Source: an optimization exercise on an open RTL-to-GDS flow (aim: small area, a short achievable clock period and few clock cycles). Production flows keep margins and buffers that such runs may drop. The RTL was checked by simulation tests, not by an equivalence proof against the original design. Power and IR drop assume default switching activity.

## flow/design.v (module list and top-level ports; edited modules follow where they fit)
// module mac_lane: 81 lines
// module mac_pp_tree: 489 lines
// module mac_acc_tree: 331 lines
// module mac_add8c: 57 lines
// module mac_add48: 466 lines
// module mac_array: 108 lines
module mac_array (
  input  logic        clk,
  input  logic        arst_n_in,
  input  logic        in_valid,
  output logic        in_ready,
  input  logic [63:0] a_in,
  input  logic [63:0] b_in,
  input  logic        in_last,
  input  logic        round_in,
  input  logic        sat_in,
  output logic        out_valid,
  input  logic        out_ready,
  output logic [63:0] out,
  output logic [3:0]  out_ovf
);
  // ...
==> flow/flow/run.sh <==
#!/bin/bash
# Standard layout flow, with the port buffers made from a regular buffer
# cell (the default pick is a delay cell). All tool output is in
# orfs/logs/ (per step) and in standard.log here.
set -euo pipefail
export BUFFER_PORTS_ARGS="-buffer_cell sky130_fd_sc_hd__buf_4"
bash standard.sh > standard.log 2>&1
==> flow/standard.sh <==
#!/bin/bash
# synth_recipe.tcl (not shown) runs the flow's synth.tcl, then flattens the netlist and writes it again
# the make line also repeats each setting of config.mk as NAME=value (left out here)
make -C /OpenROAD-flow-scripts/flow DESIGN_CONFIG=/design/flow/config.mk WORK_HOME=/design/flow/orfs CLKGATE_MAP_FILE= SYNTH_SCRIPT=/design/flow/synth_recipe.tcl "${@:-finish}"
==> flow/config.mk <==
export PLATFORM = sky130hd
export DESIGN_NAME = mac_array
export DESIGN_NICKNAME = mac_array
export VERILOG_FILES = /design/flow/design.v
export SDC_FILE = /design/flow/constraint.sdc
export NUM_CORES = 4
export LEC_CHECK = 0
export ABC_AREA = 1
export CAP_MARGIN = 20
export CORE_MARGIN = 2
export CORE_UTILIZATION = 40
export CTS_BUF_LIST = sky130_fd_sc_hd__clkbuf_4 sky130_fd_sc_hd__clkbuf_8
export SETUP_SLACK_MARGIN = 4.05
export SLEW_MARGIN = 20
==> flow/constraint.sdc <==
create_clock -name core_clock -period 7.0 [get_ports {clk}]
set_input_delay 1.4000 -clock core_clock [delete_from_list [all_inputs] [get_ports {clk}]]
set_output_delay 1.4000 -clock core_clock [all_outputs]
set_load 0.01 [all_outputs]
==> results.sh, run 1 <==
export IMPL_multi_input_comb_cells=3731
export IMPL_fin_tns_setup_ns=0
export IMPL_ctsLongestPathBuffers=3
export IMPL_synth_fp_nets=7136
export IMPL_final_hold_violation_count=0
export IMPL_seq_share_pct=33.37
export IMPL_crit_arrival_ns=1.66
export IMPL_synth_yosys_seq_area_share_pct=38.64
export IMPL_drt_met1_wl_mm=67.11
export IMPL_setup_viol=0
export IMPL_p_int_mw=21.97
export IMPL_yosys_top_cells_area="dfxtp_1 (28%), fa_1 (19%), edfxtp_1 (10%)"
export IMPL_diodes=2
export IMPL_synth_area_mux_share_pct=0.5542
export IMPL_synth_warnings=2
export IMPL_yosysUniqueCellTypes=49
export IMPL_synthCells=6130
export IMPL_fin_skew_ns=0.04776
export IMPL_htreeDepth=4
export IMPL_clock_sinks=1071
export IMPL_hold_end="s1_q$_DFF_P_"
export IMPL_crit_fanout=1
export IMPL_ff_latch_area_um2=23600
export IMPL_status="timing/DRC/antenna clean"
export IMPL_reg_largest_list="g_lane.u_lane.pv_q: 340 flops, g_lane.u_lane.acc_q: 192 flops, sk_q: 136 flops"
export IMPL_final_cell_mix="inv_1 (1008), dfxtp_1 (820), nand2_1 (774)"
export IMPL_p_sw_share_pct=40.81
export IMPL_end_kind="output pin"
export IMPL_root_buffer="clkbuf_8"
export IMPL_met2_usage_pct=29.91
export IMPL_largest_cell_class="multi-input combinational cells"
export IMPL_antenna_found_initial=3
export IMPL_drc=0
export IMPL_fin_hold_ws_ns=0.3267
export IMPL_rows=143
export IMPL_crit_family="flip-flops"
export IMPL_grt_use_total_pct=18.71
Testbench counts, summed over its fixed seeds: cycles 20,723.
==> run 2, diff against run 1 <==
==> flow/flow/run.sh (replaced) <==
#!/bin/bash
# Standard layout flow, with the port buffers made from a regular buffer
# cell (the default pick is a delay cell), and timing repair free to pick
# cells of any footprint. All tool output is in orfs/logs/ (per step) and
# in standard.log here.
set -euo pipefail
export BUFFER_PORTS_ARGS="-buffer_cell sky130_fd_sc_hd__buf_4"
bash standard.sh MATCH_CELL_FOOTPRINT=0 finish > standard.log 2>&1
--- a/flow/config.mk
+++ b/flow/config.mk
@@ -11,3 +11,2 @@
 export CORE_UTILIZATION = 40
-export CTS_BUF_LIST = sky130_fd_sc_hd__clkbuf_4 sky130_fd_sc_hd__clkbuf_8
 export SETUP_SLACK_MARGIN = 4.05
==> results.sh, run 2 <==
export IMPL_status="timing/DRC/antenna clean"
export IMPL_syn2layout_area_growth_pct=14.53
export IMPL_ant_nets=0
export IMPL_drtIter0Drc=2933
export IMPL_fin_skew_ns=0.02276
export IMPL_crit_arrival_ns=1.49
export IMPL_finalWirelength_mm=146.4
export IMPL_root_buffer="clkbuf_16"
export IMPL_fillers=14270
export IMPL_die_x_um=394.4
export IMPL_slew_headroom_pct=26.68
export IMPL_drive_gt1_share_pct=12.92
export IMPL_clock_latency_ns=0.74
export IMPL_htreeDepth=3
export IMPL_final_common_cell="inv_1"
export IMPL_first_global_vias=42300
export IMPL_die_area_um2=155500
export IMPL_slowest_stage="edfxtp_1"
export IMPL_cap_violations=0
export IMPL_fin_nets=7372
export IMPL_end_kind="output pin"
export IMPL_antenna_found_initial=5
export IMPL_start_util_pct=40.18
export IMPL_final_hold_violation_count=0
export IMPL_synth_warnings=2
export IMPL_finalCriticalPeriod_ns=2.890
export IMPL_dr_wl_met3_mm=8.188
export IMPL_period_share_pct=41.29
export IMPL_r2r_start="g_lane[0].u_lane.pv_q[70]$_DFF_P_"
export IMPL_dr_pass1_iters=6
export IMPL_grt_pass1_wl_mm=230.8
export IMPL_slowest_delay_ns=0.54
export IMPL_clkTransAtPathRegs_ns=0.06
export IMPL_largest_register_ffs=340
export IMPL_syn_cell_area_um2=60960
export IMPL_ir_drop_uv=265.7
export IMPL_routabilityCongestion=0.9009
export IMPL_synth_edff_count=204
export IMPL_hp_start="s0_q$_DFF_P_"
export IMPL_leakage_nw=32.98
export IMPL_grt_max_degree=71
export IMPL_synthCells=6130
export IMPL_timing_fmax_ghz=0.3460
export IMPL_drc=0
export IMPL_crit_fanout=1
export IMPL_synth_yosys_seq_area_share_pct=38.64
export IMPL_grt_overflow_total=0
export IMPL_top_register="g_lane.u_lane.pv_q"
export IMPL_tightestPinTransition_ns=1.100
export IMPL_yosysTopAreaCellShare_pct=27.98
export IMPL_core_area_um2=151700
export IMPL_holdBufCountCts=0
export IMPL_ctsLongestPathBuffers=3
export IMPL_crit_family="flip-flops"
export IMPL_final_max_slew_viol_count=0
export IMPL_yosysMostFrequentCell="inv_1"
export IMPL_wl_met2_mm=67.41
export IMPL_io_buffers=204
export IMPL_setup_viol=0
export IMPL_drt_met1_wl_mm=66.45
export IMPL_routed_top_layer="met4"
export IMPL_hpwl_mm=105.8
export IMPL_rows=143
export IMPL_grt_use_total_pct=18.46
export IMPL_synth_main_ff_cell="dfxtp_1"
export IMPL_synth_seq_cells=1071
export IMPL_synth_fp_nets=7136
export IMPL_io_pins=205
export IMPL_async_flop_share_pct=1.401
export IMPL_cts_tree="yes"
export IMPL_reg_largest_list="g_lane.u_lane.pv_q: 340 flops, g_lane.u_lane.acc_q: 192 flops, sk_q: 136 flops"
export IMPL_post_drt_wl_per_cell_um=17.23
export IMPL_min_path_type="flop to flop"
export IMPL_dr_total_vias=41460
export IMPL_yosysTopAreaCell="dfxtp_1"
export IMPL_cts_buffers=114
export IMPL_clock_sinks=1071
export IMPL_synth_common_cells="inv_1 (1071), dfxtp_1 (852), nand2_1 (793)"
export IMPL_rsz0062_at_grt="yes"
export IMPL_finalPower_mw=36.21
export IMPL_dieHeight_um=394.4
export IMPL_yosys_top_cells_area="dfxtp_1 (28%), fa_1 (19%), edfxtp_1 (10%)"
export IMPL_start_kind="flop"
export IMPL_final_cell_mix="inv_1 (1017), dfxtp_1 (821), nand2_1 (781)"
export IMPL_syn_area_per_cell_um2=9.945
export IMPL_yosysUniqueCellTypes=49
export IMPL_cp_required_ns=5.60
export IMPL_crit_type="flop to output pin"
export IMPL_fin_tns_setup_ns=0
export IMPL_critical_path_buf_inv_count=1
export IMPL_crit_chain="buf_4"
export IMPL_power_density_nw_per_um2=518.7
export IMPL_routed_via_density=4.879
export IMPL_crit_path_start="o_q[0]$_DFFE_PP_"
[run 2: cell types whose count changed in the layout (fill, tap and decap cells not counted), sizes merged]
cell / previous run / this run
clkbuf: 283 / 153
buf: 355 / 341
bufinv: 23 / 15
clkinvlp: 65 / 61
clkinv: 35 / 37
inv: 1054 / 1056
[run 2: timing repair]
item                                    4_1_cts  5_1_grt
resized for setup                            36       94
setup buffers                                 4      116
endpoints found under the setup margin      192      108
pin swaps                                     0       19
cloned                                        1        5
hold endpoints to repair                      0        0
[run 2: path summary, 6_finish.rpt]
check,endpoint,slack (ns),cells past startpoint
max,out[0],4.11,1
min reg2reg,s1_q$_DFF_P_,0.33,0
min,s1_q$_DFF_P_,0.33,0
min in group asynchronous,ov_q$_DFFE_PN0P_,0.51,1
max in group asynchronous,g_lane[2].u_lane.part_q$_DFFE_PN0P_,6.28,1
max reg2reg,g_lane[0].u_lane.acc_q[29]$_DFF_P_,4.12,10
[run 2: cell families after synthesis]
family | after synthesis | synth area share (%)
simple gates | 1358 | 9.480
buf+inv | 1328 | 8.452
flops | 1071 | 38.64
fa+ha+maj | 871 | 24.82
compound gates | 753 | 7.719
xor+xnor | 719 | 10.33
mux | 30 | 0.5541
[run 2: layer usage]
| metal | up-vias | GRT usage (%) |
|---|---|---|
| met3 | 245 | 2.535 |
| li1 | 19860 | - |
| met2 | 1256 | 29.72 |
| met4 | 0 | 6.073 |
| met1 | 20100 | 25.63 |
| met5 | - | 0 |
[run 2: cell type report]
type	instances	area, um2	area share, %
Inverter	1101	4329	6.201
Timing Repair Buffer	346	2894	4.145
Sequential cell	1071	23600	33.80
Tap cell	2030	2540	3.638
Multi-Input combinational cell	3731	32370	46.37
Timing Repair inverter	1	5.005	0.007168
Antenna cell	2	5.005	0.007168
Clock buffer	148	3218	4.609
Clock inverter	67	849.6	1.217
[run 2: stage by stage]
stage	utilization (%)	worst slack, ns	hold WS [ns]	area [um2]	std cells
2_1_floorplan	-	4.086	0.3096	60980	6130
3_3_place_gp	42.31	3.364	0.3111	64190	8154
3_5_place_dp	42.31	3.297	0.3179	64190	8154
4_1_cts	45.09	4.028	0.3314	68410	8374
5_1_grt	46.01	3.999	0.3452	69810	8496
6_report	46.02	4.110	0.3302	69820	8497
[run 2: where the power goes]
group	switching (mW)	internal [mW]
combinational	10.7	8.36
clock	2.63	3.82
sequential	1.52	9.22
total	14.8	21.4
==> module mac_lane, before the edit <==
module mac_lane #(
  parameter int unsigned NV = 85
) (
  input  logic        clk_i,
  input  logic        rst_ni,
  input  logic        take_i,     
  input  logic [15:0] a_i,
  input  logic [15:0] b_i,
  input  logic        v1_i,       
  input  logic        l1_i,       
  input  logic        rnd_i,      
  input  logic        rnd_f_i,    
  input  logic        sat_f_i,
  output logic [15:0] res_o,      
  output logic        ovf_o
);
  logic [15:0]   a_q;
  logic [7:0]    one_d, two_d, neg_d, one_q, two_q, neg_q;
  logic [NV-1:0] pv, pv_q;
  logic [47:0]   rs, rc;
  logic [47:15]  fin_q;
  always_comb begin
    for (int i = 0; i < 8; i++) begin
      {neg_d[i], two_d[i], one_d[i]} =
        mac_pkg::booth_enc(b_i[2*i+1], b_i[2*i], (i == 0) ? 1'b0 : b_i[2*i-1]);
    end
  end
  always_ff @(posedge clk_i) begin
    a_q   <= take_i ? a_i : 16'h0;
    one_q <= one_d;
    two_q <= two_d;
    neg_q <= neg_d;
  end
  mac_pp_tree u_pp (.a(a_q), .one(one_q), .two(two_q), .neg(neg_q), .v(pv));
  always_ff @(posedge clk_i) begin
    pv_q <= pv;
  end
  logic [47:0] acc_q, acc_g, acc_n, pend, t;
  logic [5:1]  cc_q, cc_g;
  logic [5:0]  co;
  logic        part_q;
  always_ff @(posedge clk_i or negedge rst_ni) begin
    if (!rst_ni) begin
      part_q <= 1'b0;
    end else if (v1_i) begin
      part_q <= ~l1_i;
    end
  end
  assign acc_g = part_q ? acc_q : 48'h0;
  assign cc_g  = part_q ? cc_q : 5'h0;
  mac_acc_tree u_acc (.v(pv_q), .acc(acc_g), .s(rs), .c(rc));
  for (genvar gj = 0; gj < 6; gj++) begin : g_blk
    mac_add8c u_blk (
      .a (rs[8*gj +: 8]),
      .b (rc[8*gj +: 8]),
      .ci((gj == 0) ? 1'b0 : cc_g[gj]),
      .co(co[gj]),
      .y (acc_n[8*gj +: 8])
    );
  end
  always_ff @(posedge clk_i) begin
    acc_q <= acc_n;
    cc_q  <= co[4:0];
  end
  always_comb begin
    pend = 48'h0;
    for (int j = 1; j < 6; j++) pend[8*j] = cc_q[j];
    pend[15] = rnd_i;
  end
  mac_add48 u_fin (.a(acc_q), .b(pend), .y(t));
  always_ff @(posedge clk_i) begin
    fin_q <= t[47:15];
  end
  logic wrap, sgn;
  always_comb begin
    wrap  = rnd_f_i & fin_q[47] & ~|fin_q[46:15];
    sgn   = fin_q[47] & ~wrap;
    ovf_o = ~(&fin_q[47:31] | ~|fin_q[47:31]);
    res_o = (sat_f_i & ovf_o) ? (sgn ? 16'h8000 : 16'h7fff) : fin_q[31:16];
  end
endmodule
==> run 3, diff against run 2 <==
--- a/flow/design.v
+++ b/flow/design.v
@@ -35,8 +35,13 @@
   end
+  logic [15:0] a_n_q;
+  logic [7:0]  one_n_q, two_n_q;
   always_ff @(posedge clk_i) begin
-    a_q   <= take_i ? a_i : 16'h0;
-    one_q <= one_d;
-    two_q <= two_d;
-    neg_q <= neg_d;
+    a_n_q   <= take_i ? ~a_i : 16'hffff;
+    one_n_q <= ~one_d;
+    two_n_q <= ~two_d;
+    neg_q   <= neg_d;
   end
+  assign a_q   = ~a_n_q;
+  assign one_q = ~one_n_q;
+  assign two_q = ~two_n_q;
   mac_pp_tree u_pp (.a(a_q), .one(one_q), .two(two_q), .neg(neg_q), .v(pv));
==> flow/flow/run.sh (replaced) <==
#!/bin/bash
# Standard layout flow, with the port buffers made from a regular buffer
# cell (the default pick is a delay cell). All tool output is in
# orfs/logs/ (per step) and in standard.log here.
set -euo pipefail
export BUFFER_PORTS_ARGS="-buffer_cell sky130_fd_sc_hd__buf_4"
bash standard.sh > standard.log 2>&1
--- a/flow/config.mk
+++ b/flow/config.mk
@@ -11,2 +11,4 @@
 export CORE_UTILIZATION = 40
+export CTS_CLUSTER_DIAMETER = 140
+export CTS_CLUSTER_SIZE = 26
 export SETUP_SLACK_MARGIN = 4.05
==> results.sh, run 3 <==
export IMPL_clock_latency_ns=0.69
export IMPL_ff_latch_area_um2=23740
export IMPL_synth_seq_cells=1071
export IMPL_drtIter0Drc=2552
export IMPL_stdcell_count=8013
export IMPL_grt_use_total_pct=17.78
export IMPL_synthAdderAreaFrac_pct=25.00
export IMPL_clkTransAtPathRegs_ns=0.11
export IMPL_yosysUniqueCellTypes=48
export IMPL_start_kind="flop"
export IMPL_dr_pass1_iters=5
export IMPL_routed_via_density=4.918
export IMPL_synth_main_ff_cell="dfxtp_1"
export IMPL_synthCells=6033
export IMPL_crit_type="flop to flop"
export IMPL_cp_required_ns=7.55
export IMPL_root_buffer="clkbuf_16"
export IMPL_yosysMostFrequentCell="dfxtp_1"
export IMPL_die_area_um2=154400
export IMPL_die_x_um=393.0
export IMPL_multi_input_area_um2=32630
export IMPL_synth_simple_area_share_pct=9.620
export IMPL_final_hold_violation_count=0
export IMPL_dp_slack_ns=3.237
export IMPL_cap_violations=0
export IMPL_crit_chain="buf_4, buf_12, clkbuf_16, nand2_1, inv_1, fa_1, ha_1, a21oi_2, nand2_2, fa_2, xor2_1"
export IMPL_largest_register_ffs=340
export IMPL_fin_nets=6979
export IMPL_yosysTopAreaCell="dfxtp_1"
export IMPL_power_density_nw_per_um2=510.0
export IMPL_status="timing/DRC/antenna clean"
export IMPL_routabilityCongestion=0.8808
export IMPL_final_cell_mix="nand2_1 (802), inv_1 (797), dfxtp_1 (729)"
export IMPL_first_global_vias=40600
export IMPL_core_area_um2=150000
export IMPL_synth_edff_count=204
export IMPL_dr_total_vias=39400
export IMPL_start_util_pct=40.36
export IMPL_syn_cell_area_um2=60520
export IMPL_crit_family="adder cells"
export IMPL_ant_nets=0
export IMPL_grt_overflow_total=0
export IMPL_slowest_stage="dfrtp_4"
export IMPL_synthXorXnorAreaFrac_pct=10.80
export IMPL_async_flop_share_pct=1.401
export IMPL_slew_headroom_pct=41.64
export IMPL_synth_area_mux_share_pct=0
export IMPL_post_drt_wl_per_cell_um=17.45
export IMPL_antenna_found_initial=2
export IMPL_drc=0
export IMPL_leakage_nw=30.20
export IMPL_holdBufCountCts=0
export IMPL_yosys_top_cells_area="dfxtp_1 (28%), fa_1 (19%), edfxtp_1 (10%)"
export IMPL_critical_path_buf_inv_count=4
export IMPL_clock_sinks=1071
export IMPL_slowest_delay_ns=0.56
export IMPL_ctsLongestPathBuffers=3
export IMPL_finalWirelength_mm=139.8
export IMPL_min_path_type="flop to flop"
export IMPL_finalCriticalPeriod_ns=2.892
export IMPL_syn2layout_area_growth_pct=8.545
export IMPL_timing_fmax_ghz=0.3458
export IMPL_synth_top_family_by_area="adder cells"
export IMPL_tightestPinTransition_ns=0.8754
export IMPL_synth_yosys_seq_area_share_pct=38.93
export IMPL_dp_cells=7898
export IMPL_hpwl_mm=98.79
export IMPL_final_common_cell="nand2_1"
export IMPL_rows=142
export IMPL_synth_common_cells="dfxtp_1 (852), nand2_1 (831), inv_1 (814)"
export IMPL_setup_viol=0
export IMPL_crit_arrival_ns=3.44
export IMPL_final_max_slew_viol_count=0
export IMPL_layout_setup_ws_ns=4.108
export IMPL_end_kind="flop"
export IMPL_dieHeight_um=393.0
export IMPL_ir_drop_uv=272.7
export IMPL_io_buffers=204
export IMPL_htreeDepth=2
export IMPL_fin_tns_setup_ns=0
export IMPL_io_pins=205
export IMPL_synth_fp_nets=7039
export IMPL_reg_largest_list="g_lane.u_lane.pv_q: 340 flops, g_lane.u_lane.acc_q: 192 flops, sk_q: 136 flops"
export IMPL_grt_pass1_wl_mm=220.9
export IMPL_synth_warnings=2
export IMPL_cts_buffers=47
export IMPL_drive_gt1_share_pct=11.73
export IMPL_syn_area_per_cell_um2=10.03
export IMPL_grt_max_degree=79
export IMPL_top_register="g_lane.u_lane.pv_q"
export IMPL_fillers=14330
export IMPL_period_share_pct=41.31
export IMPL_rsz0062_at_grt="yes"
export IMPL_fin_skew_ns=0.03101
export IMPL_crit_fanout=5
export IMPL_cts_tree="yes"
export IMPL_synth_compound_area_share_pct=7.852
export IMPL_yosysTopAreaCellShare_pct=28.18
## run 3: layout make-up
type	instances	share of cell area, %
multi-input cells	3745	49.67
diodes	2	0.007619
repair buffers	258	3.438
flip-flops and latches	1071	36.14
inverters	850	4.909
clock inverters	5	0.07810
clock buffers	66	1.914
well taps	2016	3.840
## run 3: worst paths after layout
kind,cells after the start,slack (ns),end,start
setup / recovery,11,4.11,g_lane[1].u_lane.acc_q[29]$_DFF_P_,g_lane[2].u_lane.part_q$_DFFE_PN0P_
hold reg to reg,0,0.34,r2_q$_DFF_P_,r1_q$_DFF_P_
max in group asynchronous,1,6.27,g_lane[2].u_lane.part_q$_DFFE_PN0P_,arst_n_in
hold / removal,0,0.34,r2_q$_DFF_P_,r1_q$_DFF_P_
setup reg to reg,11,4.11,g_lane[1].u_lane.acc_q[29]$_DFF_P_,g_lane[2].u_lane.part_q$_DFFE_PN0P_
min in group asynchronous,1,0.54,g_lane[2].u_lane.part_q$_DFFE_PN0P_,arst_n_in
## run 3: stage by stage
step / cell area [um2] / hold slack (ns) / total power, mW / util (%)
after global placement: 63180 / 0.3166 / 28.47 / 42.13
after CTS: 64890 / 0.3277 / 32.87 / 43.28
after floorplan: 60530 / 0.3096 / 24.49 / -
after global routing: 65680 / 0.3463 / 37.26 / 43.80
final: 65690 / 0.3394 / 33.50 / 43.81
after detailed placement: 63180 / 0.3143 / 29.36 / 42.13
## run 3: power breakdown
group	total, mW	internal, mW	switching [mW]
clock	3.23	1.27	1.96
combinational	19.3	8.69	10.6
sequential	11.0	9.21	1.77
## run 3: routing by layer
metal | GRT usage, % | share of wire (%) | up-vias
met4 | 4.215 | 2.5 | 0
met3 | 2.367 | 5.4 | 203
met5 | 0 | 0 | -
li1 | - | - | 18920
met1 | 24.64 | 46 | 19190
met2 | 29.46 | 46 | 1089
## run 3: logic make-up (layout without fill, tap and decap cells)
| logic type | Yosys count | after routing |
|---|---|---|
| and+or+nand+nor | 1363 | 1363 |
| buffers and inverters | 1217 | 1179 |
| DFF | 1071 | 1071 |
| adders and majority gates | 871 | 871 |
| AOI/OAI and AO/OA | 765 | 765 |
| xor gates and xnor gates | 746 | 746 |
| other | 0 | 2 |
## run 3: what timing repair did
item | 4_1_cts | 5_1_grt
pin swaps | 5 | 51
cloned | 5 | 7
buffers inserted | 19 | 11
resized for setup | 40 | 224
setup endpoints to repair | 220 | 148
## run 3: worst register-to-register path, cell delays in order (launching register included)
cell and delay, ns:
dfrtp_4 0.56, buf_4 0.17, buf_12 0.14, clkbuf_16 0.19
nand2_1 0.07, inv_1 0.05, fa_1 0.43, ha_1 0.37
a21oi_2 0.16, nand2_2 0.09, fa_2 0.34, xor2_1 0.17
Testbench counts of run 3, summed over its fixed seeds: cycles 20,723.
==> run 4, diff against run 3 <==
--- a/flow/config.mk
+++ b/flow/config.mk
@@ -11,4 +11,4 @@
 export CORE_UTILIZATION = 40
-export CTS_CLUSTER_DIAMETER = 140
-export CTS_CLUSTER_SIZE = 26
+export CTS_CLUSTER_DIAMETER = 120
+export CTS_CLUSTER_SIZE = 22
 export SETUP_SLACK_MARGIN = 4.05
==> results.sh, run 4 <==
export IMPL_synthXorXnorAreaFrac_pct=10.80
export IMPL_final_max_slew_viol_count=0
export IMPL_synthAdderAreaFrac_pct=25.00
export IMPL_clkTransAtPathRegs_ns=0.10
export IMPL_final_hold_violation_count=0
export IMPL_worst_path_most_repeated_cell="fa_1"
export IMPL_ir_drop_uv=267.8
export IMPL_p_seq_share_pct=32.9
export IMPL_post_drt_wl_per_cell_um=17.31
export IMPL_synth_yosys_seq_area_share_pct=38.93
export IMPL_antenna_found_initial=3
export IMPL_synth_compound_area_share_pct=7.852
export IMPL_grt_pass1_wl_mm=221.4
export IMPL_slowest_delay_ns=0.86
export IMPL_final_common_cell="nand2_1"
export IMPL_synth_fp_nets=7039
export IMPL_syn_cell_area_um2=60520
export IMPL_p_sw_share_pct=42.69
export IMPL_fin_hold_ws_ns=0.3378
export IMPL_fin_tns_setup_ns=0
export IMPL_synth_main_ff_cell="dfxtp_1"
export IMPL_p_clk_share_pct=10.5
export IMPL_drtIter0Drc=2508
export IMPL_cts_buffers=55
export IMPL_r2r_end="g_lane[3].u_lane.pv_q[44]$_DFF_P_"
export IMPL_largest_register_ffs=340
export IMPL_die_area_um2=154400
export IMPL_diodes=0
export IMPL_crit_family="adder cells"
export IMPL_holdPathStages=0
export IMPL_synth_warnings=2
export IMPL_crit_arrival_ns=3.53
export IMPL_setup_viol=0
export IMPL_slew_headroom_pct=41.29
export IMPL_rsz0062_at_grt="yes"
export IMPL_fin_skew_ns=0.04251
export IMPL_crit_fanout=16
export IMPL_finalPower_mw=33.41
export IMPL_synth_edff_count=204
export IMPL_root_buffer="clkbuf_16"
export IMPL_status="timing/DRC/antenna clean"
export IMPL_synth_area_mux_share_pct=0
export IMPL_yosysUniqueCellTypes=48
export IMPL_cap_violations=0
export IMPL_ant_nets=0
export IMPL_yosysTopAreaCell="dfxtp_1"
export IMPL_cp_required_ns=7.64
export IMPL_power_density_nw_per_um2=508.6
export IMPL_leakage_nw=30.25
export IMPL_start_util_pct=40.36
export IMPL_io_buffers=204
export IMPL_finalCriticalPeriod_ns=2.891
export IMPL_crit_chain="o22ai_1, xor2_1, fa_1, fa_1, inv_1, fa_1"
export IMPL_clock_latency_ns=0.71
export IMPL_hold_end="r2_q$_DFF_P_"
export IMPL_die_x_um=393.0
export IMPL_ctsLongestPathBuffers=3
export IMPL_crit_type="flop to flop"
export IMPL_finalWirelength_mm=138.7
export IMPL_yosys_top_cells_area="dfxtp_1 (28%), fa_1 (19%), edfxtp_1 (10%)"
export IMPL_async_flop_share_pct=1.401
export IMPL_syn2layout_area_growth_pct=8.547
export IMPL_syn_area_per_cell_um2=10.03
export IMPL_cts_tree="yes"
export IMPL_routed_via_density=4.906
export IMPL_synth_seq_cells=1071
export IMPL_dr_total_vias=39320
export IMPL_switchingPower_mw=14.26
export IMPL_p_int_mw=19.15
export IMPL_end_kind="flop"
export IMPL_dr_pass1_iters=5
export IMPL_hpwl_mm=98.79
export IMPL_final_cell_mix="nand2_1 (803), inv_1 (801), dfxtp_1 (734)"
export IMPL_grt_use_total_pct=17.83
export IMPL_fin_nets=6979
export IMPL_period_share_pct=41.30
export IMPL_first_global_vias=40680
export IMPL_slowest_stage="dfxtp_1"
export IMPL_top_register="g_lane.u_lane.pv_q"
export IMPL_hp_start="r1_q$_DFF_P_"
export IMPL_yosysTopAreaCellShare_pct=28.18
export IMPL_io_pins=205
export IMPL_grt_max_degree=79
export IMPL_synthCells=6033
export IMPL_core_area_um2=150000
export IMPL_start_kind="flop"
export IMPL_clock_sinks=1071
export IMPL_critical_path_buf_inv_count=1
export IMPL_drive_gt1_share_pct=11.29
export IMPL_htreeDepth=2
export IMPL_synth_common_cells="dfxtp_1 (852), nand2_1 (831), inv_1 (814)"
export IMPL_rows=142
export IMPL_dieHeight_um=393.0
export IMPL_ff2ff_path_depth=6
export IMPL_yosysMostFrequentCell="dfxtp_1"
export IMPL_reg_largest_list="g_lane.u_lane.pv_q: 340 flops, g_lane.u_lane.acc_q: 192 flops, sk_q: 136 flops"
export IMPL_routabilityCongestion=0.8808
export IMPL_drc=0
export IMPL_synth_top_family_by_area="adder cells"
export IMPL_synth_simple_area_share_pct=9.620
export IMPL_p_comb_share_pct=56.7
export IMPL_grt_overflow_total=0
export IMPL_min_path_type="flop to flop"
export IMPL_timing_fmax_ghz=0.3459
export IMPL_r2r_slack_ns=4.11
export IMPL_tightestPinTransition_ns=0.8806
export IMPL_r2r_start="g_lane[3].u_lane.two_n_q[5]$_DFF_P_"
[run 4: cell counts after synthesis]
No cell type changed its count.
[run 4: metrics by stage]
stage | utilization [%] | cells | setup slack [ns] | instance area [um2]
CTS | 43.43 | 8005 | 4.050 | 65120
global route | 43.81 | 8014 | 3.993 | 65690
detailed placement | 42.13 | 7898 | 3.237 | 63180
global placement | 42.13 | 7898 | 3.339 | 63180
finish | 43.81 | 8014 | 4.109 | 65690
floorplan | - | 6033 | 4.086 | 60530
[run 4: repair_timing]
action | 4_1_cts | 5_1_grt
gates cloned | 5 | 3
buffers inserted | 20 | 6
hold buffers | 0 | 0
endpoints found under the setup margin | 221 | 136
resized for setup | 32 | 201
pin swaps | 4 | 45
[run 4: area by class of cell]
type                    count  area [um2]
fillers                 14340       84260
multi-input cells        3745       32540
flip-flops and latches   1071       23730
inverters                 850        3224
well taps                2016        2522
repair buffers            250        2132
clock buffers              76        1476
clock inverters             6       65.06
[run 4: power by group through the flow]
stage	Clock [mW]	Sequential (mW)	Combinational [mW]
after global routing	3.84	11.2	22.1
after global placement	0	11.1	17.4
after CTS	3.66	11.0	18.5
after detailed placement	0	11.1	18.2
after floorplan	0	10.3	14.2
final	3.51	11.0	18.9
[run 4: how the worst max path moves through the flow]
| stage | startpoint | endpoint | cells past startpoint |
|---|---|---|---|
| 6_report | g_lane[3].u_lane.two_n_q[5]$_DFF_P_ | g_lane[3].u_lane.pv_q[44]$_DFF_P_ | 6 |
| 2_1_floorplan | out_ready | o_q[0]$_DFFE_PP_ | 2 |
| 4_1_cts | g_lane[3].u_lane.pv_q[68]$_DFF_P_ | g_lane[3].u_lane.acc_q[29]$_DFF_P_ | 10 |
| 3_3_place_gp | g_lane[2].u_lane.part_q$_DFFE_PN0P_ | g_lane[2].u_lane.acc_q[21]$_DFF_P_ | 10 |
| 3_5_place_dp | g_lane[2].u_lane.part_q$_DFFE_PN0P_ | g_lane[1].u_lane.acc_q[29]$_DFF_P_ | 10 |
| 5_1_grt | g_lane[2].u_lane.part_q$_DFFE_PN0P_ | g_lane[0].u_lane.acc_q[15]$_DFF_P_ | 14 |
[run 4: kinds of logic (layout without fill, tap and decap cells)]
family | count (synthesis) | after routing
simple gates | 1363 | 1363
fa+ha+maj | 871 | 871
flops | 1071 | 1071
compound gates | 765 | 765
buf+inv | 1217 | 1182
xor+xnor | 746 | 746
[run 4: metal layers]
| layer | global-route usage, % | part of all wire (%) |
|---|---|---|
| met3 | 2.455 | 5.0 |
| met5 | 0 | 0 |
| met2 | 29.48 | 46 |
| met1 | 24.65 | 46 |
| met4 | 4.375 | 2.3 |
==> run 5, diff against run 4 <==
--- a/flow/flow/run.sh
+++ b/flow/flow/run.sh
@@ -5,3 +5,3 @@
 set -euo pipefail
-export BUFFER_PORTS_ARGS="-buffer_cell sky130_fd_sc_hd__buf_4"
+export BUFFER_PORTS_ARGS="-buffer_cell sky130_fd_sc_hd__buf_2"
 bash standard.sh > standard.log 2>&1
==> results.sh, run 5 <==
export IMPL_layout_setup_ws_ns=4.078
export IMPL_htreeDepth=2
export IMPL_dr_total_vias=39200
export IMPL_leakage_nw=30.10
export IMPL_syn2layout_area_growth_pct=7.730
export IMPL_start_kind="flop"
export IMPL_min_path_type="flop to flop"
export IMPL_drtIter0Drc=2708
export IMPL_finalPower_mw=33.31
export IMPL_p_comb_share_pct=56.3
export IMPL_cts_tree="yes"
export IMPL_synth_fp_nets=7039
export IMPL_grt_max_degree=76
export IMPL_fillers=14430
export IMPL_synth_simple_area_share_pct=9.620
export IMPL_yosys_top_cells_area="dfxtp_1 (28%), fa_1 (19%), edfxtp_1 (10%)"
export IMPL_fin_tns_setup_ns=0
export IMPL_diodes=0
export IMPL_clock_sinks=1071
export IMPL_timing_fmax_ghz=0.3423
export IMPL_synth_main_ff_cell="dfxtp_1"
export IMPL_top_register="g_lane.u_lane.pv_q"
export IMPL_slowest_stage="fa_1"
export IMPL_yosysMostFrequentCell="dfxtp_1"
export IMPL_r2r_slack_ns=4.08
export IMPL_tightestPinTransition_ns=0.9967
export IMPL_largest_register_ffs=340
export IMPL_async_flop_share_pct=1.401
export IMPL_die_x_um=393.0
export IMPL_hpwl_mm=98.57
export IMPL_rsz0062_at_grt="yes"
export IMPL_drc=0
export IMPL_first_global_vias=40600
export IMPL_yosysTopAreaCellShare_pct=28.18
export IMPL_clkTransAtPathRegs_ns=0.09
export IMPL_yosysUniqueCellTypes=48
export IMPL_syn_cell_area_um2=60520
export IMPL_ff2ff_path_depth=10
export IMPL_holdPathStages=0
export IMPL_p_clk_share_pct=10.6
export IMPL_io_pins=205
export IMPL_r2r_start="g_lane[2].u_lane.pv_q[69]$_DFF_P_"
export IMPL_grt_pass1_wl_mm=223.8
export IMPL_cp_required_ns=7.59
export IMPL_syn_area_per_cell_um2=10.03
export IMPL_worst_path_most_repeated_cell="fa_2"
export IMPL_fin_skew_ns=0.03450
export IMPL_final_cell_mix="nand2_1 (805), inv_1 (797), dfxtp_1 (737)"
export IMPL_rows=142
export IMPL_final_common_cell="nand2_1"
export IMPL_slew_headroom_pct=33.39
export IMPL_cap_violations=0
export IMPL_synth_top_family_by_area="adder cells"
export IMPL_ctsLongestPathBuffers=3
export IMPL_switchingPower_mw=14.26
export IMPL_hold_end="r2_q$_DFF_P_"
export IMPL_setup_viol=0
export IMPL_io_buffers=204
export IMPL_fin_hold_ws_ns=0.3350
export IMPL_hp_start="r1_q$_DFF_P_"
export IMPL_fin_util_pct=43.48
export IMPL_synth_seq_cells=1071
export IMPL_dieHeight_um=393.0
export IMPL_status="timing/DRC/antenna clean"
export IMPL_finalCriticalPeriod_ns=2.922
export IMPL_clock_latency_ns=0.71
export IMPL_reg_largest_list="g_lane.u_lane.pv_q: 340 flops, g_lane.u_lane.acc_q: 192 flops, sk_q: 136 flops"
export IMPL_p_seq_share_pct=33.2
export IMPL_synth_compound_area_share_pct=7.852
export IMPL_synthXorXnorAreaFrac_pct=10.80
export IMPL_crit_fanout=2
export IMPL_final_hold_violation_count=0
export IMPL_synth_warnings=2
export IMPL_final_max_slew_viol_count=0
export IMPL_die_area_um2=154400
export IMPL_end_kind="flop"
export IMPL_ff_latch_area_um2=23720
export IMPL_p_int_mw=19.05
export IMPL_synth_area_mux_share_pct=0
export IMPL_crit_chain="fa_1, inv_2, fa_1, fa_2, inv_2, fa_2, nand3_2, nand2_2, fa_2, xor2_1"
export IMPL_grt_use_total_pct=18.13
export IMPL_multi_input_area_um2=32550
export IMPL_p_sw_share_pct=42.81
export IMPL_yosysTopAreaCell="dfxtp_1"
export IMPL_synthAdderAreaFrac_pct=25.00
export IMPL_fin_nets=6985
export IMPL_power_density_nw_per_um2=511.0
export IMPL_crit_type="flop to flop"
export IMPL_period_share_pct=41.74
export IMPL_synth_yosys_seq_area_share_pct=38.93
export IMPL_routed_via_density=4.890
export IMPL_antenna_found_initial=3
export IMPL_synthCells=6033
export IMPL_grt_overflow_total=0
export IMPL_synth_edff_count=204
export IMPL_drive_gt1_share_pct=11.43
export IMPL_start_util_pct=40.36
export IMPL_slowest_delay_ns=0.62
export IMPL_post_drt_wl_per_cell_um=17.31
export IMPL_cts_buffers=55
export IMPL_crit_arrival_ns=3.51
export IMPL_routabilityCongestion=0.9056
export IMPL_ir_drop_uv=246.1
export IMPL_dr_pass1_iters=5
export IMPL_ant_nets=0
export IMPL_dp_slack_ns=3.626
export IMPL_r2r_end="g_lane[2].u_lane.acc_q[29]$_DFF_P_"
export IMPL_synth_common_cells="dfxtp_1 (852), nand2_1 (831), inv_1 (814)"
export IMPL_finalWirelength_mm=138.8
export IMPL_root_buffer="clkbuf_16"
export IMPL_core_area_um2=150000
## run 5: cell counts after synthesis
No cell type changed its count.
## run 5: cell type report
type / count / area share [%]
flip-flops and latches: 1071 / 36.38
repair buffers: 256 / 2.533
clock inverters: 5 / 0.08828
clock buffers: 73 / 2.247
inverters: 850 / 4.957
multi-input cells: 3745 / 49.92
well taps: 2016 / 3.869
## run 5: logic make-up (layout without fill, tap and decap cells)
family,Yosys count,after routing
AOI/OAI and AO/OA,765,765
xor gates and xnor gates,746,746
adders and majority gates,871,871
buffers and inverters,1217,1184
DFF,1071,1071
and+or+nand+nor,1363,1363
## run 5: worst max path at each step
stage,slack (ns),endpoint,cells after the start,startpoint
global placement,3.73,g_lane[2].u_lane.acc_q[13]$_DFF_P_,10,g_lane[2].u_lane.part_q$_DFFE_PN0P_
floorplan,4.09,o_q[0]$_DFFE_PP_,2,out_ready
detailed placement,3.63,g_lane[2].u_lane.acc_q[21]$_DFF_P_,10,g_lane[2].u_lane.part_q$_DFFE_PN0P_
CTS,3.98,g_lane[2].u_lane.acc_q[21]$_DFF_P_,11,g_lane[2].u_lane.part_q$_DFFE_PN0P_
finish,4.08,g_lane[2].u_lane.acc_q[29]$_DFF_P_,10,g_lane[2].u_lane.pv_q[69]$_DFF_P_
global route,3.98,g_lane[1].u_lane.cc_q[3]$_DFF_P_,14,g_lane[2].u_lane.part_q$_DFFE_PN0P_
## run 5: critical path, delay by kind of cell (launching register included)
kind	cells	cell delay (ns)
simple gates	2	0.16
buf+inv	2	0.10
fa+ha+maj	5	2.07
xor+xnor	1	0.16
flops	1	0.33
## run 5: power by group through the flow
stage | logic (mW) | registers (mW) | clock network (mW)
finish | 18.7 | 11.0 | 3.51
global route | 21.9 | 11.3 | 3.87
CTS | 18.4 | 11.0 | 3.67
detailed placement | 18.0 | 11.2 | 0
global placement | 17.2 | 11.2 | 0
floorplan | 14.2 | 10.3 | 0
## run 5: stage by stage
stage,cells,cell area [um2]
3_3_place_gp,7900,62680
4_1_cts,8008,64720
5_1_grt,8016,65200
3_5_place_dp,7900,62680
2_1_floorplan,6033,60530
6_report,8016,65200
## run 5: what timing repair did
item,CTS,global route
gates cloned,5,2
resized for setup,51,191
pin swaps,8,53
endpoints found under the setup margin,190,161
hold buffers,0,0
buffers inserted,25,6
## run 5: per-layer routing
metal  up-vias  track usage (%)  routed length, um
li1      18940                -                  -
met1     18970            25.60              64860
met4         2            5.253               3840
met5         -                0                 13
met2      1091            29.04              62320
met3       197            2.434               7740
==> run 6, diff against run 5 <==
--- a/flow/config.mk
+++ b/flow/config.mk
@@ -13,2 +13,3 @@
 export CTS_CLUSTER_SIZE = 22
+export GPL_TIMING_DRIVEN = 0
 export SETUP_SLACK_MARGIN = 4.05
==> results.sh, run 6 <==
export IMPL_multi_input_area_um2=32770
export IMPL_drc=0
export IMPL_syn_area_per_cell_um2=10.03
export IMPL_routed_via_density=4.909
export IMPL_yosysMostFrequentCell="dfxtp_1"
export IMPL_io_pins=205
export IMPL_drtIter0Drc=2660
export IMPL_p_clk_share_pct=10.4
export IMPL_synth_warnings=2
export IMPL_ant_nets=0
export IMPL_grt_pass1_wl_mm=247.9
export IMPL_p_sw_share_pct=43.34
export IMPL_worst_path_most_repeated_cell="fa_2"
export IMPL_synth_yosys_seq_area_share_pct=38.93
export IMPL_p_int_mw=19.71
export IMPL_first_global_vias=42200
export IMPL_async_flop_share_pct=1.401
export IMPL_die_x_um=393.0
export IMPL_dr_total_vias=41150
export IMPL_rsz0062_at_grt="yes"
export IMPL_status="timing/DRC/antenna clean"
export IMPL_ctsLongestPathBuffers=3
export IMPL_fin_hold_ws_ns=0.3319
export IMPL_root_buffer="clkbuf_16"
export IMPL_critical_path_buf_inv_count=7
export IMPL_synth_fp_nets=7039
export IMPL_slowest_delay_ns=0.42
export IMPL_holdBufCountCts=0
export IMPL_cts_tree="yes"
export IMPL_final_area_um2=67580
export IMPL_antenna_found_initial=3
export IMPL_ir_drop_uv=264.2
export IMPL_period_share_pct=42.28
export IMPL_top_register="g_lane.u_lane.pv_q"
export IMPL_yosysTopAreaCell="dfxtp_1"
export IMPL_start_util_pct=40.36
export IMPL_synth_seq_cells=1071
export IMPL_p_comb_share_pct=59.5
export IMPL_leakage_nw=31.64
export IMPL_grt_use_total_pct=20.70
export IMPL_fin_tns_setup_ns=0
export IMPL_synthCells=6033
export IMPL_dieHeight_um=393.0
export IMPL_yosys_top_cells_area="dfxtp_1 (28%), fa_1 (19%), edfxtp_1 (10%)"
export IMPL_yosysTopAreaCellShare_pct=28.18
export IMPL_cap_violations=0
export IMPL_die_area_um2=154400
export IMPL_synth_main_ff_cell="dfxtp_1"
export IMPL_power_density_nw_per_um2=514.7
export IMPL_grt_use_met3_pct=2.430
export IMPL_io_buffers=204
export IMPL_largest_register_ffs=340
export IMPL_top_usage_layer="met2"
export IMPL_start_kind="flop"
export IMPL_yosysUniqueCellTypes=48
export IMPL_clock_latency_ns=0.71
export IMPL_slowest_stage="fa_2"
export IMPL_post_drt_wl_per_cell_um=19.03
export IMPL_min_path_type="flop to flop"
export IMPL_slew_headroom_pct=44.53
export IMPL_rows=142
export IMPL_routabilityCongestion=0.9674
export IMPL_reg_largest_list="g_lane.u_lane.pv_q: 340 flops, g_lane.u_lane.acc_q: 192 flops, sk_q: 136 flops"
export IMPL_placed_area_um2=64220
export IMPL_drive_gt1_share_pct=15.04
export IMPL_met2_usage_pct=33.44
export IMPL_fin_skew_ns=0.03312
export IMPL_switchingPower_mw=15.08
export IMPL_hpwl_mm=124.1
export IMPL_crit_type="flop to flop"
export IMPL_clkTransAtPathRegs_ns=0.09
export IMPL_synth_common_cells="dfxtp_1 (852), nand2_1 (831), inv_1 (814)"
export IMPL_htreeDepth=2
export IMPL_tightestPinTransition_ns=0.8310
export IMPL_fillers=14410
export IMPL_final_max_slew_viol_count=0
export IMPL_syn_cell_area_um2=60520
export IMPL_p_seq_share_pct=30.2
export IMPL_synth_edff_count=204
export IMPL_dr_pass1_iters=6
export IMPL_grt_max_degree=37
export IMPL_grtUsageMet1_pct=29.60
export IMPL_crit_arrival_ns=3.54
export IMPL_core_area_um2=150000
export IMPL_cp_required_ns=7.58
export IMPL_cts_buffers=57
export IMPL_finalCriticalPeriod_ns=2.960
export IMPL_syn2layout_area_growth_pct=11.68
export IMPL_setup_viol=0
export IMPL_fin_nets=7342
export IMPL_crit_chain="buf_8, buf_8, buf_12, buf_16, buf_12, buf_6, nand2_2, fa_2, fa_2, inv_2, fa_2, nand3_2, nand2_2, fa_2"
export IMPL_final_hold_violation_count=0
export IMPL_finalWirelength_mm=159.5
export IMPL_final_common_cell="dfxtp_1"
export IMPL_crit_family="adder cells"
export IMPL_clock_sinks=1071
export IMPL_final_cell_mix="dfxtp_1 (848), inv_1 (792), nand2_1 (785)"
export IMPL_crit_fanout=6
export IMPL_grt_overflow_total=0
export IMPL_ff_latch_area_um2=23560
export IMPL_timing_fmax_ghz=0.3379
export IMPL_end_kind="flop"
run 6: kinds of logic (layout without fill, tap and decap cells):
| kind of cell | Yosys count | count (layout) | synth area share [%] |
|---|---|---|---|
| AO/OA/AOI/OAI | 765 | 765 | 7.852 |
| other | 0 | 3 | 0 |
| flip-flops | 1071 | 1071 | 38.93 |
| adder cells (fa/ha/maj) | 871 | 871 | 25.00 |
| AND/OR/NAND/NOR | 1363 | 1363 | 9.620 |
| buffers and inverters | 1217 | 1548 | 7.799 |
| XOR/XNOR | 746 | 746 | 10.80 |
run 6: metrics by stage:
stage	setup WS (ns)	std cells	power [mW]	util [%]
global placement	2.714	8253	28.99	42.73
finish	4.040	8383	34.78	45.07
floorplan	4.086	6033	24.49	-
CTS	3.989	8368	34.31	44.59
global route	3.940	8380	38.50	45.06
detailed placement	2.697	8259	29.92	42.83
run 6: final cells by class:
class                   count  share of cell area, %
multi-input cells        3745                  48.48
repair buffers            244                  2.299
diodes                      3                0.01111
flip-flops and latches   1071                  34.86
clock buffers              77                  2.236
plain buffers             367                  3.421
clock inverters            10                 0.1907
well taps                2016                  3.732
inverters                 850                  4.762
run 6: path summary, 6_finish.rpt:
| kind | to | depth (start not counted) | slack [ns] | from |
|---|---|---|---|---|
| max | g_lane[2].u_lane.acc_q[12]$_DFF_P_ | 14 | 4.04 | g_lane[2].u_lane.part_q$_DFFE_PN0P_ |
| min | s1_q$_DFF_P_ | 0 | 0.33 | s0_q$_DFF_P_ |
| max reg2reg | g_lane[2].u_lane.acc_q[12]$_DFF_P_ | 14 | 4.04 | g_lane[2].u_lane.part_q$_DFFE_PN0P_ |
| min reg2reg | s1_q$_DFF_P_ | 0 | 0.33 | s0_q$_DFF_P_ |
| max in group asynchronous | g_lane[2].u_lane.part_q$_DFFE_PN0P_ | 1 | 6.12 | arst_n_in |
| min in group asynchronous | busy_q$_DFF_PN0_ | 1 | 0.60 | arst_n_in |
run 6: worst register-to-register path: stages, from the launching register on:
cell and delay (ns):
dfrtp_1 0.37, buf_8 0.13, buf_8 0.10, buf_12 0.13, buf_16 0.17, buf_12 0.15
buf_6 0.12, nand2_2 0.05, fa_2 0.35, fa_2 0.36, inv_2 0.07, fa_2 0.22
nand3_2 0.08, nand2_2 0.10, fa_2 0.42
run 6: per-layer routing:
metal	part of all wire (%)	wire length [um]
met3	5.3	8386
met4	2.5	3946
met2	45	72340
met1	47	74810
met5	0.0069	11
run 6: power groups by stage:
stage / registers (mW) / clock network (mW) / logic, mW
after floorplan: 10.3 / 0 / 14.2
after global placement: 10.6 / 0 / 18.4
after detailed placement: 10.6 / 0 / 19.3
after CTS: 10.5 / 3.75 / 20.1
after global routing: 10.8 / 3.96 / 23.8
final: 10.5 / 3.60 / 20.7
run 6: what timing repair did:
| item | CTS | global route |
|---|---|---|
| buffers inserted | 22 | 12 |
| pin swaps | 46 | 72 |
| gates resized for setup | 388 | 344 |
| endpoints found under the setup margin | 286 | 160 |
==> run 7, diff against run 6 <==
--- a/flow/flow/run.sh
+++ b/flow/flow/run.sh
@@ -5,3 +5,3 @@
 set -euo pipefail
-export BUFFER_PORTS_ARGS="-buffer_cell sky130_fd_sc_hd__buf_2"
+export BUFFER_PORTS_ARGS="-buffer_cell sky130_fd_sc_hd__buf_1"
 bash standard.sh > standard.log 2>&1
--- a/flow/config.mk
+++ b/flow/config.mk
@@ -13,3 +13,2 @@
 export CTS_CLUSTER_SIZE = 22
-export GPL_TIMING_DRIVEN = 0
 export SETUP_SLACK_MARGIN = 4.05
==> results.sh, run 7 <==
export IMPL_synth_warnings=2
export IMPL_crit_chain="buf_4, buf_8, buf_16, nand2_1, fa_1, fa_2, inv_1, fa_2, nand3_1, nand2_2, fa_2"
export IMPL_ant_nets=0
export IMPL_grt_max_degree=70
export IMPL_diodes=0
export IMPL_clkTransAtPathRegs_ns=0.09
export IMPL_p_sw_share_pct=42.68
export IMPL_grt_use_total_pct=17.61
export IMPL_synth_main_ff_cell="dfxtp_1"
export IMPL_start_util_pct=40.36
export IMPL_p_comb_share_pct=55.5
export IMPL_final_hold_violation_count=0
export IMPL_crit_fanout=6
export IMPL_fin_tns_setup_ns=0
export IMPL_final_max_slew_viol_count=0
export IMPL_synth_edff_count=204
export IMPL_drtIter0Drc=2340
export IMPL_grt_pass1_wl_mm=217.8
export IMPL_routabilityCongestion=0.9038
export IMPL_stdcell_count=8018
export IMPL_p_int_mw=18.89
export IMPL_finalCriticalPeriod_ns=2.877
export IMPL_switchingPower_mw=14.06
export IMPL_critical_path_buf_inv_count=4
export IMPL_worst_path_most_repeated_cell="fa_2"
export IMPL_cts_tree="yes"
export IMPL_htreeDepth=2
export IMPL_synthCells=6033
export IMPL_dp_cells=7899
export IMPL_synth_yosys_seq_area_share_pct=38.93
export IMPL_holdPathStages=0
export IMPL_reg_largest_list="g_lane.u_lane.pv_q: 340 flops, g_lane.u_lane.acc_q: 192 flops, sk_q: 136 flops"
export IMPL_fin_hold_ws_ns=0.3298
export IMPL_fin_nets=6982
export IMPL_die_area_um2=154400
export IMPL_root_buffer="clkbuf_16"
export IMPL_fin_skew_ns=0.04504
export IMPL_largest_register_ffs=340
export IMPL_crit_arrival_ns=3.45
export IMPL_drive_gt1_share_pct=7.248
export IMPL_start_kind="flop"
export IMPL_slowest_stage="dfrtp_4"
export IMPL_leakage_nw=29.59
export IMPL_tightestPinTransition_ns=1.039
export IMPL_yosysTopAreaCellShare_pct=28.18
export IMPL_syn_cell_area_um2=60520
export IMPL_top_register="g_lane.u_lane.pv_q"
export IMPL_synth_seq_cells=1071
export IMPL_async_flop_share_pct=1.401
export IMPL_period_share_pct=41.10
export IMPL_io_pins=205
export IMPL_io_buffers=204
export IMPL_cts_buffers=57
export IMPL_yosysUniqueCellTypes=48
export IMPL_r2r_slack_ns=4.12
export IMPL_core_area_um2=150000
export IMPL_timing_fmax_ghz=0.3476
export IMPL_end_kind="flop"
export IMPL_clock_sinks=1071
export IMPL_worstSetupPathDepth=11
export IMPL_hpwl_mm=97.97
export IMPL_hp_start="r1_q$_DFF_P_"
export IMPL_die_x_um=393.0
export IMPL_setup_viol=0
export IMPL_rows=142
export IMPL_dr_total_vias=38990
export IMPL_drc=0
export IMPL_ctsLongestPathBuffers=3
export IMPL_crit_family="adder cells"
export IMPL_finalWirelength_mm=135.8
export IMPL_crit_type="flop to flop"
export IMPL_syn2layout_area_growth_pct=7.201
export IMPL_clock_latency_ns=0.71
export IMPL_synth_common_cells="dfxtp_1 (852), nand2_1 (831), inv_1 (814)"
export IMPL_slowest_delay_ns=0.50
export IMPL_grt_overflow_total=0
export IMPL_power_density_nw_per_um2=507.9
export IMPL_r2r_start="g_lane[2].u_lane.part_q$_DFFE_PN0P_"
export IMPL_first_global_vias=39490
export IMPL_yosysMostFrequentCell="dfxtp_1"
export IMPL_yosysTopAreaCell="dfxtp_1"
export IMPL_p_clk_share_pct=11.0
export IMPL_rsz0062_at_grt="yes"
export IMPL_hold_end="r2_q$_DFF_P_"
export IMPL_min_path_type="flop to flop"
export IMPL_final_common_cell="nand2_1"
export IMPL_cp_required_ns=7.57
export IMPL_routed_via_density=4.863
export IMPL_dr_pass1_iters=7
export IMPL_synth_fp_nets=7039
export IMPL_syn_area_per_cell_um2=10.03
export IMPL_slew_headroom_pct=30.70
export IMPL_finalPower_mw=32.95
export IMPL_antenna_found_initial=3
export IMPL_dieHeight_um=393.0
export IMPL_r2r_end="g_lane[3].u_lane.acc_q[28]$_DFF_P_"
export IMPL_crit_path_start="g_lane[2].u_lane.part_q$_DFFE_PN0P_"
export IMPL_ff2ff_path_depth=11
export IMPL_status="timing/DRC/antenna clean"
export IMPL_cap_violations=0
export IMPL_yosys_top_cells_area="dfxtp_1 (28%), fa_1 (19%), edfxtp_1 (10%)"
export IMPL_ir_drop_uv=279.1
export IMPL_p_seq_share_pct=33.4
export IMPL_final_cell_mix="nand2_1 (812), inv_1 (805), dfxtp_1 (739)"
export IMPL_post_drt_wl_per_cell_um=16.94
-- run 7: layout make-up --
cell class,count,area [um2]
Clock inverter,8,106.4
Multi-Input combinational cell,3745,32390
Fill cell,14350,85080
Inverter,850,3228
Clock buffer,77,1543
Sequential cell,1071,23730
Timing Repair Buffer,251,1358
Tap cell,2016,2522
-- run 7: worst max-delay path by stage --
| stage | to | slack (ns) |
|---|---|---|
| final | g_lane[3].u_lane.acc_q[28]$_DFF_P_ | 4.12 |
| after global routing | g_lane[2].u_lane.acc_q[31]$_DFF_P_ | 3.98 |
| after CTS | g_lane[2].u_lane.acc_q[21]$_DFF_P_ | 4.05 |
| after global placement | g_lane[3].u_lane.acc_q[13]$_DFF_P_ | 3.27 |
| after floorplan | o_q[0]$_DFFE_PP_ | 4.09 |
| after detailed placement | g_lane[3].u_lane.acc_q[13]$_DFF_P_ | 3.22 |
-- run 7: timing repair --
| item | CTS | global route |
|---|---|---|
| endpoints found under the setup margin | 217 | 112 |
| hold buffers | 0 | 0 |
| setup buffers | 19 | 9 |
| endpoints found under the hold margin | 0 | 0 |
| gates cloned | 4 | 2 |
| resized for setup | 36 | 157 |
| pin swaps | 1 | 28 |
-- run 7: cells by family (layout without fill, tap and decap cells) --
kind of cell             Yosys count  in the layout  share of synthesized area [%]
AND/OR/NAND/NOR                 1363           1363                          9.620
XOR/XNOR                         746            746                          10.80
adder cells (fa/ha/maj)          871            871                          25.00
buffers and inverters           1217           1186                          7.799
AO/OA/AOI/OAI                    765            765                          7.852
flip-flops                      1071           1071                          38.93
-- run 7: worst reg2reg max path: stages, from the launching register on --
cell and delay, ns:
dfrtp_4 0.50, buf_4 0.15, buf_8 0.13, buf_16 0.15, nand2_1 0.09, fa_1 0.42
fa_2 0.39, inv_1 0.08, fa_2 0.21, nand3_1 0.09, nand2_2 0.10, fa_2 0.44
-- run 7: power by group through the flow --
| stage | clock [mW] | sequential, mW | combinational [mW] |
|---|---|---|---|
| after floorplan | 0 | 10.3 | 14.2 |
| after global placement | 0 | 11.1 | 17.2 |
| after detailed placement | 0 | 11.2 | 18.0 |
| after CTS | 3.80 | 11.0 | 18.3 |
| after global routing | 4.00 | 11.3 | 21.5 |
| final | 3.64 | 11.0 | 18.3 |
-- run 7: through the flow --
step                worst slack (ns)  utilization [%]  area (um2)
finish                         4.123            43.26       64870
global placement               3.270            41.62       62420
floorplan                      4.086                -       60530
global route                   3.980            43.26       64870
detailed placement             3.221            41.62       62420
CTS                            4.047            42.98       64460
-- run 7: routing by layer --
layer  up-vias  share of wire (%)  GRT usage, %
li1      18950                  -             -
met1     18870                 47         24.92
met2      1000                 46         28.23
met3       168                5.6         2.682
met4         0                2.3         4.319
met5         -                  0             0
==> run 8, diff against run 7 <==
--- a/flow/config.mk
+++ b/flow/config.mk
@@ -13,3 +13,3 @@
 export CTS_CLUSTER_SIZE = 22
-export SETUP_SLACK_MARGIN = 4.05
+export SETUP_SLACK_MARGIN = 4.1
 export SLEW_MARGIN = 20
==> results.sh, run 8 <==
export IMPL_status="timing/DRC/antenna clean"
export IMPL_final_cell_mix="nand2_1 (799), inv_1 (793), dfxtp_1 (701)"
export IMPL_crit_type="flop to flop"
export IMPL_async_flop_share_pct=1.401
export IMPL_core_area_um2=150000
export IMPL_dieHeight_um=393.0
export IMPL_timing_fmax_ghz=0.3473
export IMPL_top_register="g_lane.u_lane.pv_q"
export IMPL_holdBufCountCts=0
export IMPL_cap_violations=0
export IMPL_ff_latch_area_um2=23780
export IMPL_fin_hold_ws_ns=0.3305
export IMPL_yosysTopAreaCellShare_pct=28.18
export IMPL_drive_gt1_share_pct=9.180
export IMPL_yosysTopAreaCell="dfxtp_1"
export IMPL_start_kind="flop"
export IMPL_synth_edff_count=204
export IMPL_first_global_vias=40380
export IMPL_fin_nets=6994
export IMPL_final_common_cell="nand2_1"
export IMPL_routabilityCongestion=0.9013
export IMPL_start_util_pct=40.36
export IMPL_largest_register_ffs=340
export IMPL_drtIter0Drc=2616
export IMPL_hpwl_mm=98.85
export IMPL_final_max_slew_viol_count=0
export IMPL_reg_largest_list="g_lane.u_lane.pv_q: 340 flops, g_lane.u_lane.acc_q: 192 flops, sk_q: 136 flops"
export IMPL_layout_setup_ws_ns=4.121
export IMPL_clkTransAtPathRegs_ns=0.09
export IMPL_min_path_type="flop to flop"
export IMPL_dr_pass1_iters=5
export IMPL_dr_total_vias=39290
export IMPL_io_buffers=204
export IMPL_synthCells=6033
export IMPL_root_buffer="clkbuf_16"
export IMPL_final_area_um2=65230
export IMPL_io_pins=205
export IMPL_finalWirelength_mm=139.4
export IMPL_final_hold_violation_count=0
export IMPL_synth_fp_nets=7039
export IMPL_cts_buffers=55
export IMPL_syn2layout_area_growth_pct=7.784
export IMPL_crit_fanout=2
export IMPL_multi_input_area_um2=32640
export IMPL_grt_overflow_total=0
export IMPL_synth_seq_cells=1071
export IMPL_htreeDepth=2
export IMPL_setup_viol=0
export IMPL_diodes=0
export IMPL_period_share_pct=41.13
export IMPL_fin_tns_setup_ns=0
export IMPL_yosysMostFrequentCell="dfxtp_1"
export IMPL_end_kind="flop"
export IMPL_finalCriticalPeriod_ns=2.879
export IMPL_yosys_top_cells_area="dfxtp_1 (28%), fa_1 (19%), edfxtp_1 (10%)"
export IMPL_fin_util_pct=43.50
export IMPL_synth_warnings=2
export IMPL_dp_slack_ns=3.470
export IMPL_clock_sinks=1071
export IMPL_ant_nets=0
export IMPL_placed_area_um2=62420
export IMPL_grt_pass1_wl_mm=223.2
export IMPL_antenna_found_initial=1
export IMPL_leakage_nw=29.65
export IMPL_die_x_um=393.0
export IMPL_grt_use_total_pct=18.05
export IMPL_tightestPinTransition_ns=1.067
export IMPL_synth_main_ff_cell="dfxtp_1"
export IMPL_rows=142
export IMPL_synth_yosys_seq_area_share_pct=38.93
export IMPL_grt_max_degree=76
export IMPL_yosysUniqueCellTypes=48
export IMPL_routed_via_density=4.894
export IMPL_fin_skew_ns=0.02324
export IMPL_ctsLongestPathBuffers=3
export IMPL_cts_tree="yes"
export IMPL_crit_arrival_ns=3.45
export IMPL_synth_common_cells="dfxtp_1 (852), nand2_1 (831), inv_1 (814)"
export IMPL_ir_drop_uv=282.7
export IMPL_cp_required_ns=7.57
export IMPL_syn_cell_area_um2=60520
export IMPL_syn_area_per_cell_um2=10.03
export IMPL_drc=0
export IMPL_rsz0062_at_grt="yes"
export IMPL_post_drt_wl_per_cell_um=17.36
export IMPL_fillers=14390
export IMPL_power_density_nw_per_um2=517.5
export IMPL_clock_latency_ns=0.69
export IMPL_slew_headroom_pct=28.87
export IMPL_die_area_um2=154400
run 8: changes by cell type in the layout (fill, tap and decap cells not counted), sizes merged:
cell	previous run	this run
buf	245	257
clkinv	10	14
clkinvlp	12	8
inv	836	834
bufbuf	4	5
run 8: cell families (layout without fill, tap and decap cells):
family          after synthesis  in the layout  share of synthesized area, %
xor+xnor                    746            746                         10.80
simple gates               1363           1363                         9.620
flops                      1071           1071                         38.93
buf+inv                    1217           1197                         7.799
compound gates              765            765                         7.852
fa+ha+maj                   871            871                         25.00
run 8: worst max-delay path: stages, from the launching register on:
cell     delay, ns
dfxtp_2       0.33
fa_1          0.61
inv_2         0.06
fa_1          0.52
fa_2          0.19
inv_2         0.04
fa_2          0.37
nand3_2       0.09
nand2_2       0.08
fa_2          0.34
xor2_1        0.14
run 8: per-layer routing:
metal  routed length (um)  vias up  GRT usage [%]  share of wire, %
met5                    0        -              0                 0
met4                 2816        0          4.061               2.0
met3                 8216      144          2.746               5.9
met2                63120     1081          28.85                45
met1                65250    19130          25.77                47
li1                     -    18940              -                 -
run 8: area by class of cell:
cell class | instances | area share (%)
Inverter | 850 | 4.937
Multi-Input combinational cell | 3745 | 50.04
Clock buffer | 76 | 2.296
Clock inverter | 6 | 0.06138
Timing Repair Buffer | 265 | 2.344
Sequential cell | 1071 | 36.45
Tap cell | 2016 | 3.867
run 8: worst paths after layout:
| check | start | end | cells past startpoint | slack [ns] |
|---|---|---|---|---|
| worst max-delay path | g_lane[2].u_lane.pv_q[68]$_DFF_P_ | g_lane[2].u_lane.acc_q[29]$_DFF_P_ | 10 | 4.12 |
| worst min register to register | r1_q$_DFF_P_ | r2_q$_DFF_P_ | 0 | 0.33 |
| min in group asynchronous | arst_n_in | ov_q$_DFFE_PN0P_ | 1 | 0.79 |
| worst max register to register | g_lane[2].u_lane.pv_q[68]$_DFF_P_ | g_lane[2].u_lane.acc_q[29]$_DFF_P_ | 10 | 4.12 |
| worst min-delay path | r1_q$_DFF_P_ | r2_q$_DFF_P_ | 0 | 0.33 |
| max in group asynchronous | arst_n_in | g_lane[2].u_lane.part_q$_DFFE_PN0P_ | 1 | 5.58 |
run 8: through the flow:
stage | instances | total power [mW]
final | 8029 | 33.75
after detailed placement | 7900 | 29.22
after CTS | 8015 | 33.11
after floorplan | 6033 | 24.49
after global routing | 8029 | 37.62
after global placement | 7900 | 28.40
run 8: what timing repair did:
| action | in CTS | in global routing |
|---|---|---|
| setup endpoints to repair | 200 | 146 |
| buffers inserted | 27 | 11 |
| pin swaps | 8 | 70 |
| cloned | 6 | 3 |
| gates resized for setup | 87 | 220 |
run 8: power breakdown:
group / leakage (nW) / switching, mW / internal [mW]
sequential: 9.26 / 1.84 / 9.22
clock: 0.745 / 2.03 / 1.50
combinational: 19.6 / 10.6 / 8.59

-- afterwards: timing with drivers on the ports --
Ports are ideal in the flow. The routed layouts listed here were re-timed in OpenROAD. Step 1, drivers: a clkbuf_16 drives clk and a buf_2 each remaining input, both assumed. Step 2 moves the port delays by t, midway between the first and last clock arrival at a register: inputs arrive t later, outputs are due t later. That takes back most of the time a late clock gives input paths. a / b / c = ideal ports / drivers / drivers and shift; a / b = the first two.
| run | t (ns) | setup WS [ns] | slew at the worst register clock pin (ns) | pins driven straight from the clock port |
|---|---|---|---|---|
| run 1 | 0.965 | 3.941 / 3.871 / 4.071 | 0.08 / 0.08 | 1 |
| run 2 | 0.798 | 4.110 / 4.037 / 4.097 | 0.07 / 0.07 | 1 |
| run 3 | 0.746 | 4.108 / 4.108 / 3.700 | 0.11 / 0.11 | 1 |
| run 4 | 0.761 | 4.109 / 4.089 / 3.703 | 0.10 / 0.10 | 1 |
| run 5 | 0.764 | 4.078 / 4.078 / 3.990 | 0.10 / 0.10 | 1 |
| run 6 | 0.776 | 4.040 / 4.040 / 3.668 | 0.10 / 0.10 | 1 |
| run 7 | 0.748 | 4.123 / 4.100 / 4.012 | 0.10 / 0.10 | 1 |
| run 8 | 0.749 | 4.121 / 4.121 / 3.870 | 0.10 / 0.10 | 1 |
After both steps every run listed still meets setup and hold. The setup slack of run 3, which loses most, moves by 0.000 ns with the drivers and by -0.408 ns with both steps.
